What follows belongs to an exercise in optimizing a design on an open flow for a short achievable clock period and few clock cycles per item; a production flow would make more cautious choices. Function was checked by simulation only, so behaviour that the tests miss may differ from the original. Power figures rest on the tool's default switching activity, not on a simulated workload.

v6:
## mips_pipeline
module mips_pipeline (
    input  logic        i_clock,
    input  logic        i_arst_n,
    input  logic        i_run_req,
    output logic        o_run_ack,
    input  logic        i_imem_we,
    input  logic [5:0]  i_imem_addr,
    input  logic [31:0] i_imem_data,
    input  logic [4:0]  i_dbg_addr,
    output logic [31:0] o_dbg_data
);
Size in the first run: ~30000 cells after synthesis, ~80 I/O pins.
clock: 7.0 ns
lec_check: 0
cap_margin: 20
core_margin: 2
core_utilization: 55
setup_slack_margin: 3.8
slew_margin: 20
synth_hierarchical: 1
tns_end_percent: 100
run.sh (not shown) runs the stock make flow with config.mk's settings and CLKGATE_MAP_FILE= SYNTH_SCRIPT=/design/flow/synth_recipe.tcl, a recipe that flattens the netlist after the stock synthesis.
Testbench counts of v6, summed over its fixed seeds: cycles 44,739, programs 800.
Changes in v7 relative to v6:
--- a/flow/design.v
+++ b/flow/design.v
@@ -218,24 +218,37 @@
             for (int i = 3; i < 8; i++)
                 m = m & ((ap[i] ^ kk[i]) == (ag[i-1] | (ap[i-1] & !kk[i-1])));
             sel[k] = m;
         end
     end
 endmodule
+module hb_nand3 #(parameter int W = 32) (
+    input  logic [W-1:0] a,
+    input  logic [W-1:0] b,
+    input  logic [W-1:0] c,
+    output logic [W-1:0] y
+);
+    assign y = ~(a & b & c);
+endmodule
 module hb_sel6 (
     input  logic [5:0]  s,
     input  logic [31:0] d0,
     input  logic [31:0] d1,
     input  logic [31:0] d2,
     input  logic [31:0] d3,
     input  logic [31:0] d4,
     input  logic [31:0] d5,
     output logic [31:0] y
 );
-    assign y = ({32{s[0]}} & d0) | ({32{s[1]}} & d1) | ({32{s[2]}} & d2) | ({32{s[3]}} & d3)
-             | ({32{s[4]}} & d4) | ({32{s[5]}} & d5);
+    logic [31:0] p0;
+    logic [31:0] p1;
+    logic [31:0] p2;
+    hb_aoi22 #(32) u0 (.s0(s[0]), .d0(d0), .s1(s[1]), .d1(d1), .y(p0));
+    hb_aoi22 #(32) u1 (.s0(s[2]), .d0(d2), .s1(s[3]), .d1(d3), .y(p1));
+    hb_aoi22 #(32) u2 (.s0(s[4]), .d0(d4), .s1(s[5]), .d1(d5), .y(p2));
+    hb_nand3 #(32) u3 (.a(p0), .b(p1), .c(p2), .y(y));
 endmodule
 module hb_sad3 (
     input  logic [7:0]  a,
     input  logic [7:0]  b,
     input  logic [7:0]  off,
     input  logic        cin,
@@ -258,12 +271,34 @@
     input  logic [63:0] d6,
     output logic [63:0] y
 );
     assign y = ({64{s[0]}} & d0) | ({64{s[1]}} & d1) | ({64{s[2]}} & d2) | ({64{s[3]}} & d3)
              | ({64{s[4]}} & d4) | ({64{s[5]}} & d5) | ({64{s[6]}} & d6);
 endmodule
+module hb_sel8w (
+    input  logic [7:0]  s,
+    input  logic [63:0] d0,
+    input  logic [63:0] d1,
+    input  logic [63:0] d2,
+    input  logic [63:0] d3,
+    input  logic [63:0] d4,
+    input  logic [63:0] d5,
+    input  logic [63:0] d6,
+    input  logic [63:0] d7,
+    output logic [63:0] y
+);
+    logic [63:0] p0;
+    logic [63:0] p1;
+    logic [63:0] p2;
+    logic [63:0] p3;
+    hb_aoi22 #(64) u0 (.s0(s[0]), .d0(d0), .s1(s[1]), .d1(d1), .y(p0));
+    hb_aoi22 #(64) u1 (.s0(s[2]), .d0(d2), .s1(s[3]), .d1(d3), .y(p1));
+    hb_aoi22 #(64) u2 (.s0(s[4]), .d0(d4), .s1(s[5]), .d1(d5), .y(p2));
+    hb_aoi22 #(64) u3 (.s0(s[6]), .d0(d6), .s1(s[7]), .d1(d7), .y(p3));
+    hb_nand4 #(64) u4 (.a(p0), .b(p1), .c(p2), .d(p3), .y(y));
+endmodule
 `timescale 1ns/1ns
 module mips_pipeline (
     input  logic        i_clock,
     input  logic        i_arst_n,
     input  logic        i_run_req,
     output logic        o_run_ack,
@@ -480,13 +515,13 @@
     assign d_fb    = fb_q;
     assign d_fs    = fb_q;
     logic [63:0] d_dsel;
     logic        ex_slow;
     logic [63:0] sel_rs;
     logic [63:0] sel_wb;
-    assign stall   = ir_valid && d_mem && d_fa && ex_slow;
+    assign stall   = ir_valid && d_mem && d_fa && ex_op[5];
     hb_sad u_sad_rs (.base(base_f), .off(ir[7:0]), .sel(sel_rs));
     hb_sad u_sad_wb (.base(res_q[7:0]),  .off(ir[7:0]), .sel(sel_wb));
     logic        ex_valid;
     logic        ex_we;
     logic        ex_st;
     logic        ex_halt;
@@ -532,16 +567,18 @@
     logic [63:0] sx_xor;
     hb_sad3 u_sx_add (.a(op_a[7:0]), .b(op_b[7:0]),  .off(ir[7:0]), .cin(1'b0), .sel(sx_add));
     hb_sad3 u_sx_sub (.a(op_a[7:0]), .b(ex_bn[7:0]), .off(ir[7:0]), .cin(1'b1), .sel(sx_sub));
     hb_sad  u_sx_and (.base(op_a[7:0] & op_b[7:0]), .off(ir[7:0]), .sel(sx_and));
     hb_sad  u_sx_or  (.base(op_a[7:0] | op_b[7:0]), .off(ir[7:0]), .sel(sx_or));
     hb_sad  u_sx_xor (.base(op_a[7:0] ^ op_b[7:0]), .off(ir[7:0]), .sel(sx_xor));
-    logic [6:0] dsel_src;
-    assign dsel_src = {!d_fa && !wa_q, !d_fa && wa_q, {5{d_fa}} & ex_op[4:0]};
-    hb_sel7w u_dsel (.s(dsel_src), .d0(sx_add), .d1(sx_sub), .d2(sx_and), .d3(sx_or), .d4(sx_xor),
-                     .d5(sel_wb), .d6(sel_rs), .y(d_dsel));
+    logic [63:0] sx_ld;
+    hb_sad   u_sx_ld  (.base(ld_data[7:0]), .off(ir[7:0]), .sel(sx_ld));
+    logic [7:0] dsel_src;
+    assign dsel_src = {!d_fa && !wa_q, !d_fa && wa_q, {6{d_fa}} & {ex_op[6], ex_op[4:0]}};
+    hb_sel8w u_dsel (.s(dsel_src), .d0(sx_add), .d1(sx_sub), .d2(sx_and), .d3(sx_or), .d4(sx_xor),
+                     .d5(sx_ld), .d6(sel_wb), .d7(sel_rs), .y(d_dsel));
     logic [31:0][7:0] s_regs_lo;
     for (genvar r = 0; r < 32; r++) begin : g_lo
         assign s_regs_lo[r] = s_regs[r][7:0];
     end
     logic [4:0]  rs_bus;
     logic [4:0]  rs_wq;
- Comparing v7 and v6, the lower sequential share of layout area is on v7.
- The flip-flop and latch count of v7 and that of v6 are within noise of each other.
- Between v7 and v6, total power is higher for v7, v6 comes in under that.
- Taking v6 as the reference, in v7 combinational power higher; global-route total usage across every layer increased by 0.21 points relative to the old numbers.
- Compared to v6, v7 was floorplanned on a bigger die.
- Compared with v6, v7 shows layout overhead on the synthesized area higher by 0.57 points.
- Diff v6 -> v7: half-perimeter wire length after detailed placement shows a reduction of 0.59%; hold slack now smaller.
- Changes observed in v7 relative to v6: total non-filler cell area in the finished layout rose by 0.0042 mm^2, headroom to the max-slew limit fell by 7.8 points, count of instances resized after the clock tree is built grew by 300, placement-stage cell area went up 0.54%.
Testbench counts of v7, summed over its fixed seeds: cycles 44,410, programs 800.

[separate check: timing with driven ports]
How much do the figures lean on ideal ports? The routed layouts below were timed once more, with nothing changed but the port constraints.
Step 1 sets driving cells, clkbuf_16 on the clock port and buf_2 on the other inputs (assumed; they add their load-dependent delay and slew).
Step 2, shift: input delay + t, output delay - t, t = (earliest + latest rising clock arrival at the registers) / 2. This alone moves slack from input paths to output paths.
Slacks: ideal / step 1 / step 2; pairs: ideal / step 1.
run | t (ns) | setup WS [ns] | hold slack, ns | worst setup path after step 2 | slew at the worst register clock pin (ns)
v6 | 1.309 | 3.593 / 3.497 / 2.239 | 0.246 / 0.152 / 0.446 | input to register | 0.08 / 0.08
v7 | 1.286 | 3.453 / 3.453 / 2.314 | 0.240 / 0.221 / 0.441 | input to register | 0.07 / 0.07
After both steps setup and hold are still met in every run listed. The setup slack of v6, which loses most, moves by -0.096 ns with the drivers and by -1.354 ns with both steps.
